This is an optimization exercise on Yosys and OpenROAD, whose aim is small area, not a production implementation. The RTL was checked by simulation tests, not by an equivalence proof against the original design. No activity file was given, so power comes from the tool's default toggle rates.

`flow/standard.sh`:
```
#!/bin/bash
# synth_recipe.tcl (not shown) runs the flow's synth.tcl, then flattens the netlist and writes it again
# the make line also repeats each setting of config.mk as NAME=value (left out here)
make -C /OpenROAD-flow-scripts/flow DESIGN_CONFIG=/design/flow/config.mk WORK_HOME=/design/flow/orfs CLKGATE_MAP_FILE= SYNTH_SCRIPT=/design/flow/synth_recipe.tcl "${@:-finish}"
```
`flow/constraint.sdc`:
```
create_clock -name core_clock -period 3.2 [get_ports {clk}]
set_input_delay 0.6400 -clock core_clock [delete_from_list [all_inputs] [get_ports {clk}]]
set_output_delay 0.6400 -clock core_clock [all_outputs]
set_load 0.01 [all_outputs]
```
`flow/design.v`:
```
module bfly_ctrl (
    input  logic clk,
    input  logic rst,
    input  logic valid,
    output logic compute,  
    output logic rotate    
);
    localparam int BLOCK = 2 * 8;
    localparam int IDX_W = $clog2(BLOCK);
    logic [IDX_W-1:0] idx;
    always_ff @(posedge clk or negedge rst) begin
        if (!rst) begin
            idx <= '0;
        end else if (valid) begin
            idx <= idx + 1'b1;
        end
    end
    assign compute = valid && idx[IDX_W-1];
    assign rotate  = idx[IDX_W-1] && idx[IDX_W-2];
endmodule
module bfly_addsub (
    input  logic                                clk,
    input  logic                                rst,
    input  logic                                valid,
    input  logic                                compute,  
    input  logic                                rotate,   
    input  logic [4*2*9-1:0]  din,
    output logic [4*2*10-1:0] bfly_p,
    output logic [4*2*10-1:0] bfly_n
);
    localparam int IW = 9;
    localparam int OW = 10;
    localparam int NP = 2 * 4;   
    localparam int VW = NP * IW;
    localparam int LO = 7;                
    localparam int HI = IW - LO;          
    localparam int SW = LO + (LO - 1) + 2 + 2 * HI;
    localparam int KW = SW - IW;          
    logic [VW-1:0] cur;                   
    logic [VW-1:0] dly [1:8];    
    logic          fill_q;                
    logic          cmp_q;                 
    logic          hold_q;                
    logic          rot_q;                 
    logic          rot_qq;                
    always_ff @(posedge clk or negedge rst) begin
        if (!rst) begin
            fill_q <= 1'b0;
            cmp_q  <= 1'b0;
            hold_q <= 1'b1;
        end else begin
            fill_q <= valid && !compute;
            cmp_q  <= compute;
            hold_q <= !valid;
        end
    end
    always_ff @(posedge clk) begin
        cur    <= din;
        rot_q  <= rotate;
        rot_qq <= rot_q;
    end
    logic [NP*SW-1:0] st_d;
    logic [VW-1:0]    st_lo;
    logic [NP*KW-1:0] st_hi_d, res_q;
    for (genvar j = 0; j < NP; j++) begin : g_p1
        logic [IW-1:0] a, b;
        logic [LO-1:0] s, d;
        logic          cs, cd, dci;
        assign a   = dly[8][j*IW +: IW];
        assign b   = cur[j*IW +: IW];
        assign dci = (j % 2 == 1) ? !rot_q : 1'b1;
        bfly_rca #(.W(LO)) i_s (.x(a[LO-1:0]), .y(b[LO-1:0]),  .ci(1'b0), .s(s), .co(cs));
        bfly_rca #(.W(LO)) i_d (.x(a[LO-1:0]), .y(~b[LO-1:0]), .ci(dci),  .s(d), .co(cd));
        assign st_lo[j*IW +: IW]   = {a[IW-1:LO], b[IW-1:LO], s[IW-2*HI-1:0]};
        assign st_hi_d[j*KW +: KW] = {cs, cd, d[LO-1:1], s[LO-1:IW-2*HI]};
    end
    always_ff @(posedge clk) begin
        dly[1] <= ({VW{cmp_q}} & st_lo) | ({VW{fill_q}} & cur) | ({VW{hold_q}} & dly[1]);
        for (int i = 2; i <= 8; i++) begin
            dly[i] <= ({VW{fill_q | cmp_q}} & dly[i-1]) | ({VW{hold_q}} & dly[i]);
        end
    end
    always_ff @(posedge clk) begin
        res_q <= st_hi_d;
    end
    logic [OW-1:0] sum [NP];
    logic [OW-1:0] dif [NP];
    for (genvar j = 0; j < NP; j++) begin : g_p2
        logic [HI-1:0] ah, bh, sh, dh;
        logic [LO-1:0] s, d;
        logic          cs, cd, cs2, cd2;
        assign {ah, bh, s[IW-2*HI-1:0]}         = dly[1][j*IW +: IW];
        assign {cs, cd, d[LO-1:1], s[LO-1:IW-2*HI]} = res_q[j*KW +: KW];
        assign d[0] = (j % 2 == 1 && rot_qq) ? !s[0] : s[0];
        bfly_rca #(.W(HI)) i_s (.x(ah), .y(bh),  .ci(cs), .s(sh), .co(cs2));
        bfly_rca #(.W(HI)) i_d (.x(ah), .y(~bh), .ci(cd), .s(dh), .co(cd2));
        assign sum[j] = {ah[HI-1] ^ bh[HI-1] ^ cs2, sh, s};
        assign dif[j] = {ah[HI-1] ^ !bh[HI-1] ^ cd2, dh, d};
    end
    for (genvar l = 0; l < 4; l++) begin : g_lane
        assign bfly_p[l*2*OW+OW +: OW] = sum[2*l+1];
        assign bfly_p[l*2*OW    +: OW] = sum[2*l];
        assign bfly_n[l*2*OW+OW +: OW] = rot_qq ? dif[2*l]   : dif[2*l+1];
        assign bfly_n[l*2*OW    +: OW] = rot_qq ? ~dif[2*l+1] : dif[2*l];
    end
endmodule
module bfly_rca #(
    parameter int W = 1
) (
    input  logic [W-1:0] x,
    input  logic [W-1:0] y,
    input  logic         ci,
    output logic [W-1:0] s,
    output logic         co
);
    logic [W:0] c;
    assign c[0] = ci;
    for (genvar i = 0; i < W; i++) begin : g_bit
        assign s[i]   = x[i] ^ y[i] ^ c[i];
        assign c[i+1] = (x[i] & y[i]) | (c[i] & (x[i] ^ y[i]));
    end
    assign co = c[W];
endmodule
module fft_stage0 (
    input  logic                                clk,
    input  logic                                rst,
    input  logic                                valid,
    input  logic [4*2*9-1:0]  din,
    output logic [4*2*10-1:0] bfly_p,
    output logic [4*2*10-1:0] bfly_n,
    output logic                                out_valid
);
    logic compute;
    logic rotate;
    logic cmp_q;   
    bfly_ctrl i_ctrl (
        .clk     (clk),
        .rst     (rst),
        .valid   (valid),
        .compute (compute),
        .rotate  (rotate)
    );
    bfly_addsub i_addsub (
        .clk     (clk),
        .rst     (rst),
        .valid   (valid),
        .compute (compute),
        .rotate  (rotate),
        .din     (din),
        .bfly_p  (bfly_p),
        .bfly_n  (bfly_n)
    );
    always_ff @(posedge clk or negedge rst) begin
        if (!rst) begin
            cmp_q     <= 1'b0;
            out_valid <= 1'b0;
        end else begin
            cmp_q     <= compute;
            out_valid <= cmp_q;  
        end
    end
endmodule
```
`flow/config.mk`:
```
export PLATFORM = sky130hd
export DESIGN_NAME = fft_stage0
export DESIGN_NICKNAME = fft_stage0
export VERILOG_FILES = /design/flow/design.v
export SDC_FILE = /design/flow/constraint.sdc
export NUM_CORES = 4
export LEC_CHECK = 0
export CAP_MARGIN = 20
export CORE_MARGIN = 2
export CORE_UTILIZATION = 40
export SLEW_MARGIN = 20
```
`flow/flow/run.sh`:
```
#!/bin/bash
# The standard layout with two changes:
#  - the port buffers are made from the smallest buffer cell;
#  - the clock tree uses larger sink clusters and no dummy loads.
# Each step's full output is in orfs/logs/; make's output in standard.log.
set -euo pipefail
bash standard.sh \
  "BUFFER_PORTS_ARGS=-buffer_cell sky130_fd_sc_hd__buf_1" \
  "CTS_ARGS=-sink_clustering_enable -repair_clock_nets -dont_use_dummy_load -sink_clustering_size 16 -sink_clustering_max_diameter 60 -buf_list sky130_fd_sc_hd__clkbuf_8" \
  finish > standard.log 2>&1
```
==> results by group <==
Yosys
  – Largest area contributor in the netlist: dfxtp_1
  – Synthesized instance count: about 2100
  – Post-synthesis register bit count: ~740
  – Unique cell type count in the Yosys netlist: 25
  – Synthesized area: 26400 µm²
  – Sequential area share after synthesis: 0.561
  – Synth Area per Inst: between 10 and 15 µm²
  – Yosys top cell area share: 0.554
  – Synth area leaders: dfxtp_1 (55%), a22o_1 (17%), fa_1 (10%)
  – Syn. warnings: 6
  – Syn Nets: ~2300

Clocking
  – Clk buf depth: 3
  – Clk slew on worst S/H paths: 0.09 ns
  – Clock sinks: about 740
  – CTS Buf Count: 57
  – TritonCTS clock tree: built
  – Worst-Skew Late Latency: between 0.6 and 0.7 ns
  – H-tree levels: 2
  – Root buf cell: clkbuf_8

GRT
  – GRT Total Usage: 0.156
  – Vias in the first global route: 15800
  – Global-route wire length before repair: approximately 86000 µm
  – Total gr overflow: 0
  – Initial antenna violation count: 6
  – Largest net degree at the start of global routing: between 100 and 150

Setup path
  – Crit path DAT: about 3.7 ns
  – CP Launch Type: register
  – Worst setup EP type: register
  – Critical path type: reg -> reg
  – Crit path max fanout: 3
  – Worst EP required: ~3.7 ns

Drt
  – Drt pass-1 iters: 5
  – Vias per cell: 4.97
  – DRC: 0
  – WL/cell: approximately 17 µm
  – Antenna Violating Nets Remaining: 0
  – Vias: 15700
  – Final wirelength: ~53000 µm
  – Drt initial violations: between 1000 and 1500

Die
  – Top-Level Pins: between 200 and 250
  – Starting Density: 0.403
  – Core area: 65500 µm²
  – Die Wd: ~260 µm
  – Row cnt: 94
  – Die Ht: ~260 µm
  – Die area: between 60000 and 70000 µm²

Outcome
  – Status: finished clean

Timing
  – Crit share post-route: 0.972
  – Least-Margin Pin Slew: roughly 0.81 ns
  – Clock skew: between 0.09 and 0.1 ns
  – Peak Freq: roughly 0.32 GHz
  – Final setup viols: 0
  – Tmin final: a little over 3 ns
  – Setup TNS: 0 ns
  – Worst rel slew slack: 0.458
  – Final Max Slew Viols: 0
  – Final Hold Fails: 0

Power and ir drop
  – PD cells: approximately 1100 nW/µm²
  – Static Leak: between 0.01 and 0.015 µW
  – Max VDD drop: 0.452 mV
  – Overall Power: approximately 32000 µW

Placed design
  – Post-DP HPWL: between 30000 and 40000 µm
  – # port buffers: 235
  – RePlAce Congestion: between 0.7 and 0.8

Finish
  – Commonest cells after routing, fill and taps aside: dfxtp_1 (715), a22o_1 (504), inv_1 (329), buf_1 (231), fa_1 (104)
  – NumNets Final: 2518
  – Share of layout cells above drive strength 1: 0.0900
  – Area Growth Syn to Fin: 9.23%
  – Final Util: 0.440
  – Commonest non-fill, non-tap cell in the layout: dfxtp_1

Min path
  – HP Class: in -> reg

Job
  – Max-cap violations: 0
[flip-flops by register name, indices dropped and copies added (netlist names)]
register / count
i_addsub.hold_q: 1
i_addsub.cur: 72
i_addsub.dly: 576
i_ctrl.idx: 4
i_addsub.rot_q: 1
out_valid: 1
i_addsub.cmp_q: 1
i_addsub.fill_q: 1
i_addsub.res_q: 80
i_addsub.rot_qq: 1
[through the flow]
stage               instances  hold WS (ns)  instance area (µm²)  setup WS (ns)
floorplan                2112         0.331                26400         0.0100
global placement         3059         0.329                27500        -0.0614
detailed placement       3059         0.334                27500         -0.160
CTS                      3150       0.00127                28700        -0.0113
global route             3154        0.0107                28800        -0.0145
finish                   3155        0.0723                28800         0.0886
[cell families (layout without fill, tap and decap cells)]
family                     after synthesis  in the layout  synth area share
DFF                                    738            738             0.561
AOI/OAI and AO/OA                      608            608             0.198
buffers and inverters                  523            699            0.0952
adders and majority gates              153            153             0.111
muxes                                   77             77            0.0311
and+or+nand+nor                         10             10           0.00180
xor gates and xnor gates                 3              3          0.000996
other                                    0              3                 0
[cells in the mapped netlist]
cell and count:
xnor2_1 2, or2_1 1, dfrtp_1 7, a22oi_1 24, clkbuf_1 56, nand2_1 5, inv_1 339, nand4_1 1
and2_1 2, buf_6 51, mux2i_1 36, dfxtp_1 730, buf_4 41, buf_2 11, buf_1 25, mux2_2 41
a222oi_1 48, nor2_1 1, a21oi_1 4, ha_1 17, a22o_1 504, xor2_1 1, dfstp_2 1, o21ai_0 28
fa_1 136
[critical path: stages (launching register included)]
cell     delay [ns]
dfxtp_2        0.35
inv_1          0.07
ha_4           0.28
a21oi_2        0.07
fa_2           0.41
fa_2           0.36
fa_2           0.33
inv_1          0.08
fa_1           0.17
inv_1          0.05
fa_1           0.36
inv_1          0.08
fa_1           0.40
[layout make-up]
class / count / area, µm²
inverters: 339 / 1270
multi-input cells: 851 / 9220
diodes: 3 / 7.51
clock buffers: 57 / 785
repair buffers: 303 / 1620
flip-flops and latches: 738 / 14800
fillers: 6015 / 36700
well taps: 864 / 1080
[where the power goes]
group / total, µW / internal (µW) / switching [µW] / leakage, µW
clock: 4360 / 1590 / 2770 / 0.000410
combinational: 11700 / 5680 / 6000 / 0.00562
sequential: 16400 / 13500 / 2930 / 0.00615
[layer usage]
layer  track usage  share of wire  vias up
met5             0        0.00045        -
met4        0.0462          0.024        4
met3        0.0347          0.048       83
met2         0.251           0.47      238
met1         0.211           0.46     7795
li1              -              -     7570
[final timing paths]
kind,end,cells after the start,slack (ns),start
setup / recovery,i_addsub.res_q[17]$_DFF_P_,12,0.09,i_addsub.cur[9]$_DFF_P_
hold reg to reg,i_addsub.rot_qq$_DFF_P_,0,0.35,i_addsub.rot_q$_DFF_P_
max in group asynchronous,out_valid$_DFF_PN0_,2,2.36,rst
setup reg to reg,i_addsub.res_q[17]$_DFF_P_,12,0.09,i_addsub.cur[9]$_DFF_P_
hold / removal,i_addsub.cur[21]$_DFF_P_,1,0.07,din[21]
min in group asynchronous,i_ctrl.idx[0]$_DFFE_PN0P_,2,0.47,rst
[what timing repair did]
action | 4_1_cts | 5_1_grt
endpoints found under the hold margin | 39 | 0
hold buffers | 33 | 0
setup buffers | 1 | 2
gates resized for setup | 32 | 35
setup endpoints to repair | 11 | 16
pin swaps | 10 | 15

## port drivers added, routing unchanged
How much do the figures lean on ideal ports? The routed layout below was timed once more, with nothing changed but the port constraints. Step 1, drivers: a clkbuf_16 drives clk and a buf_2 each remaining input, both assumed. Step 2 times the ports against the registers' clock, not the clock port: input delays grow and output delays shrink by t, the midpoint of the rising clock arrivals with the driver on. Slacks: ideal ports / drivers / drivers and shift; pairs: ideal ports / drivers.
t (ns): 0.696
setup slack, ns: 0.089 / 0.078 / 0.089
clock arrival spread, ns: 0.093 / 0.093
worst data-port slew with drivers (ns): 0.09
After both steps setup and hold are still met in this run. The setup slack of this run moves by -0.011 ns with the drivers and by 0.000 ns with both steps.
